What follows belongs to an exercise in optimizing a design on an open flow for small area, a short achievable clock period and few clock cycles per item; a production flow would make more cautious choices.
The RTL was checked by simulation tests, not by an equivalence proof against the original design.

// conv_row_stationary_top
module conv_row_stationary_top (
  input  logic                     clk,
  input  logic                     rst_n,
  input  logic                     i_pix_we,
  input  conv_ctrl_pkg::row_idx_t  i_pix_row,
  input  conv_ctrl_pkg::col_idx_t  i_pix_col,
  input  conv_geom_pkg::pixel_t    i_pix_data,
  input  logic                     i_start,
  input  conv_geom_pkg::filter_t   i_filter,
  output logic                     o_busy,
  output logic                     o_valid,
  output conv_ctrl_pkg::grp_idx_t  o_grp,
  output conv_ctrl_pkg::col_idx_t  o_col,
  output conv_geom_pkg::osum_t     o_sum0,
  output conv_geom_pkg::osum_t     o_sum1,
  output conv_geom_pkg::osum_t     o_sum2,
  output logic                     o_done
);
clock: 10.0 ns
lec_check: 0
cap_margin: 20
core_margin: 2
core_utilization: 50
slew_margin: 20
standard.sh (not shown) runs the stock make flow with config.mk's settings and CLKGATE_MAP_FILE= SYNTH_SCRIPT=/design/flow/synth_recipe.tcl, a recipe that flattens the netlist after the stock synthesis.
==> flow/flow/run.sh <==
#!/bin/bash
set -e
here=$(pwd)
{
  echo "include $here/config.mk"
  echo "export DONT_USE_CELLS += sky130_fd_sc_hd__a222oi_1 sky130_fd_sc_hd__a22oi_1"
  echo "export SETUP_SLACK_MARGIN = 6.7"
  echo "export BUFFER_PORTS_ARGS = -buffer_cell sky130_fd_sc_hd__buf_4"
} > flow_config.mk
bash standard.sh DESIGN_CONFIG=$here/flow_config.mk finish > standard.log 2>&1
Testbench counts at the start, summed over its fixed seeds: cycles 7,352, runs 256.
Next try:
--- a/flow/flow/run.sh
+++ b/flow/flow/run.sh
@@ -6,3 +6,3 @@
   echo "export DONT_USE_CELLS += sky130_fd_sc_hd__a222oi_1 sky130_fd_sc_hd__a22oi_1"
-  echo "export SETUP_SLACK_MARGIN = 6.7"
+  echo "export SETUP_SLACK_MARGIN = 6.55"
   echo "export BUFFER_PORTS_ARGS = -buffer_cell sky130_fd_sc_hd__buf_4"
--- a/flow/config.mk
+++ b/flow/config.mk
@@ -9,3 +9,3 @@
 export CORE_MARGIN = 2
-export CORE_UTILIZATION = 50
+export CORE_UTILIZATION = 45
 export SLEW_MARGIN = 20
Count of clock-buffer cells in the layout went down by 8. Worst setup slack is worse by 0.068 ns. Routed wire length went down by 7.4%.

========
== the reference run ==
conv_row_stationary_top, a different RTL version from the one above (not shown whole).
For scale: roughly 1200 flip-flops, roughly 160 I/O pins, about 81000 um2 of cells after synthesis.
clock: 10.0 ns
lec_check: 0
cap_margin: 20
core_margin: 2
core_utilization: 45
cts_buf_list: sky130_fd_sc_hd__clkbuf_8
slew_margin: 20
tns_end_percent: 20
==> flow/flow/run.sh <==
#!/bin/bash
set -e
here=$(pwd)
{
  echo "include $here/config.mk"
  echo "export DONT_USE_CELLS += sky130_fd_sc_hd__a222oi_1 sky130_fd_sc_hd__a22oi_1"
  echo "export SETUP_SLACK_MARGIN = 6.1"
} > flow_config.mk
bash standard.sh DESIGN_CONFIG=$here/flow_config.mk finish > standard.log 2>&1
Testbench counts of the reference run, summed over its fixed seeds: cycles 7,152, runs 256.
> inputs changed (the reference run -> the trial run)
Settings: a change of CORE_UTILIZATION from 45 to 40; a deleted CTS_BUF_LIST that had been sky130_fd_sc_hd__clkbuf_8; a deleted TNS_END_PERCENT that had been 20.
--- a/flow/flow/run.sh
+++ b/flow/flow/run.sh
@@ -6,3 +6,3 @@
   echo "export DONT_USE_CELLS += sky130_fd_sc_hd__a222oi_1 sky130_fd_sc_hd__a22oi_1"
-  echo "export SETUP_SLACK_MARGIN = 6.1"
+  echo "export SETUP_SLACK_MARGIN = 6.5"
 } > flow_config.mk
The trial run: full flow OK, the timing, design-rule and antenna checks passed
Between the trial run and the reference run, the total iterations of the first detailed-routing run is lower for the reference run.
Number of setup buffers added after CTS in the trial run is about 300% higher than in the reference run
Cmp the trial run and the reference run / worst hold slack / lower: the reference run
Between the trial run and the reference run, the reg-to-reg setup timing slack is lower for the reference run.
Side by side, clock skew after layout turned out lower in the trial run than in the reference run.
From the trial run to the reference run, total count of max-transition violations in the final report did not move at all.
In the floorplan summary, the trial run is listed with a die area greater than that of the reference run.
Setup slack: the trial run more than the reference run

========
Another version of the RTL of conv_row_stationary_top (not shown whole).
For scale: ~1,500 flip-flops, roughly 160 I/O pins.
clock: 10.0 ns
lec_check: 0
cap_margin: 20
core_margin: 2
core_utilization: 45
cts_buf_list: sky130_fd_sc_hd__clkbuf_8
slew_margin: 20
tns_end_percent: 20
==> flow/flow/run.sh <==
#!/bin/bash
set -e
here=$(pwd)
{
  echo "include $here/config.mk"
  echo "export DONT_USE_CELLS += sky130_fd_sc_hd__a222oi_1 sky130_fd_sc_hd__a22oi_1"
  echo "export SETUP_SLACK_MARGIN = 6.55"
  echo "export BUFFER_PORTS_ARGS = -buffer_cell sky130_fd_sc_hd__buf_4"
} > flow_config.mk
bash standard.sh DESIGN_CONFIG=$here/flow_config.mk finish > standard.log 2>&1
Testbench counts at the start, summed over its fixed seeds: cycles 7,352, runs 256.
Rerun with:
--- a/flow/config.mk
+++ b/flow/config.mk
@@ -10,4 +10,2 @@
 export CORE_UTILIZATION = 45
-export CTS_BUF_LIST = sky130_fd_sc_hd__clkbuf_8
 export SLEW_MARGIN = 20
-export TNS_END_PERCENT = 20
Result: The changed run completed with no timing, DRC or antenna violations; design area went up by about 0.75%; synthesized cell count does not change; synthesized area stays the same; wire length went down by about 1.8%; worst setup slack gets better by 0.12 ns.

==> port drivers added, routing unchanged <==
Ports are ideal in the flow. The routed layouts listed here were re-timed in OpenROAD. Step 1, drivers: a clkbuf_16 drives clk and a buf_2 each remaining input, both assumed. Step 2, shift: input delay + t, output delay - t, t = (earliest + latest rising clock arrival at the registers) / 2. This alone moves slack from input paths to output paths. Slacks: ideal ports / drivers / drivers and shift; pairs: ideal ports / drivers.
| run | shift t [ns] | setup slack, ns | slew at the worst register clock pin (ns) | worst slew at a driven data input, ns |
|---|---|---|---|---|
| the first run of note 1 | 0.933 | 6.536 / 6.515 / 6.023 | 0.07 / 0.07 | 0.12 |
| the second run of note 1 | 0.922 | 6.468 / 6.468 / 5.918 | 0.07 / 0.07 | 0.06 |
| the reference run | 1.106 | 5.821 / 5.881 / 4.775 | 0.08 / 0.08 | 0.10 |
| the trial run | 0.922 | 6.083 / 6.083 / 5.553 | 0.06 / 0.06 | 0.24 |
| the first run of note 3 | 1.143 | 6.368 / 6.278 / 5.335 | 0.07 / 0.07 | 0.13 |
| the second run of note 3 | 0.937 | 6.488 / 6.450 / 5.614 | 0.07 / 0.07 | 0.16 |
After both steps setup and hold are still met in every run listed. For the reference run, which loses most, drivers alone change the setup slack by +0.060 ns; drivers and shift together by -1.046 ns.
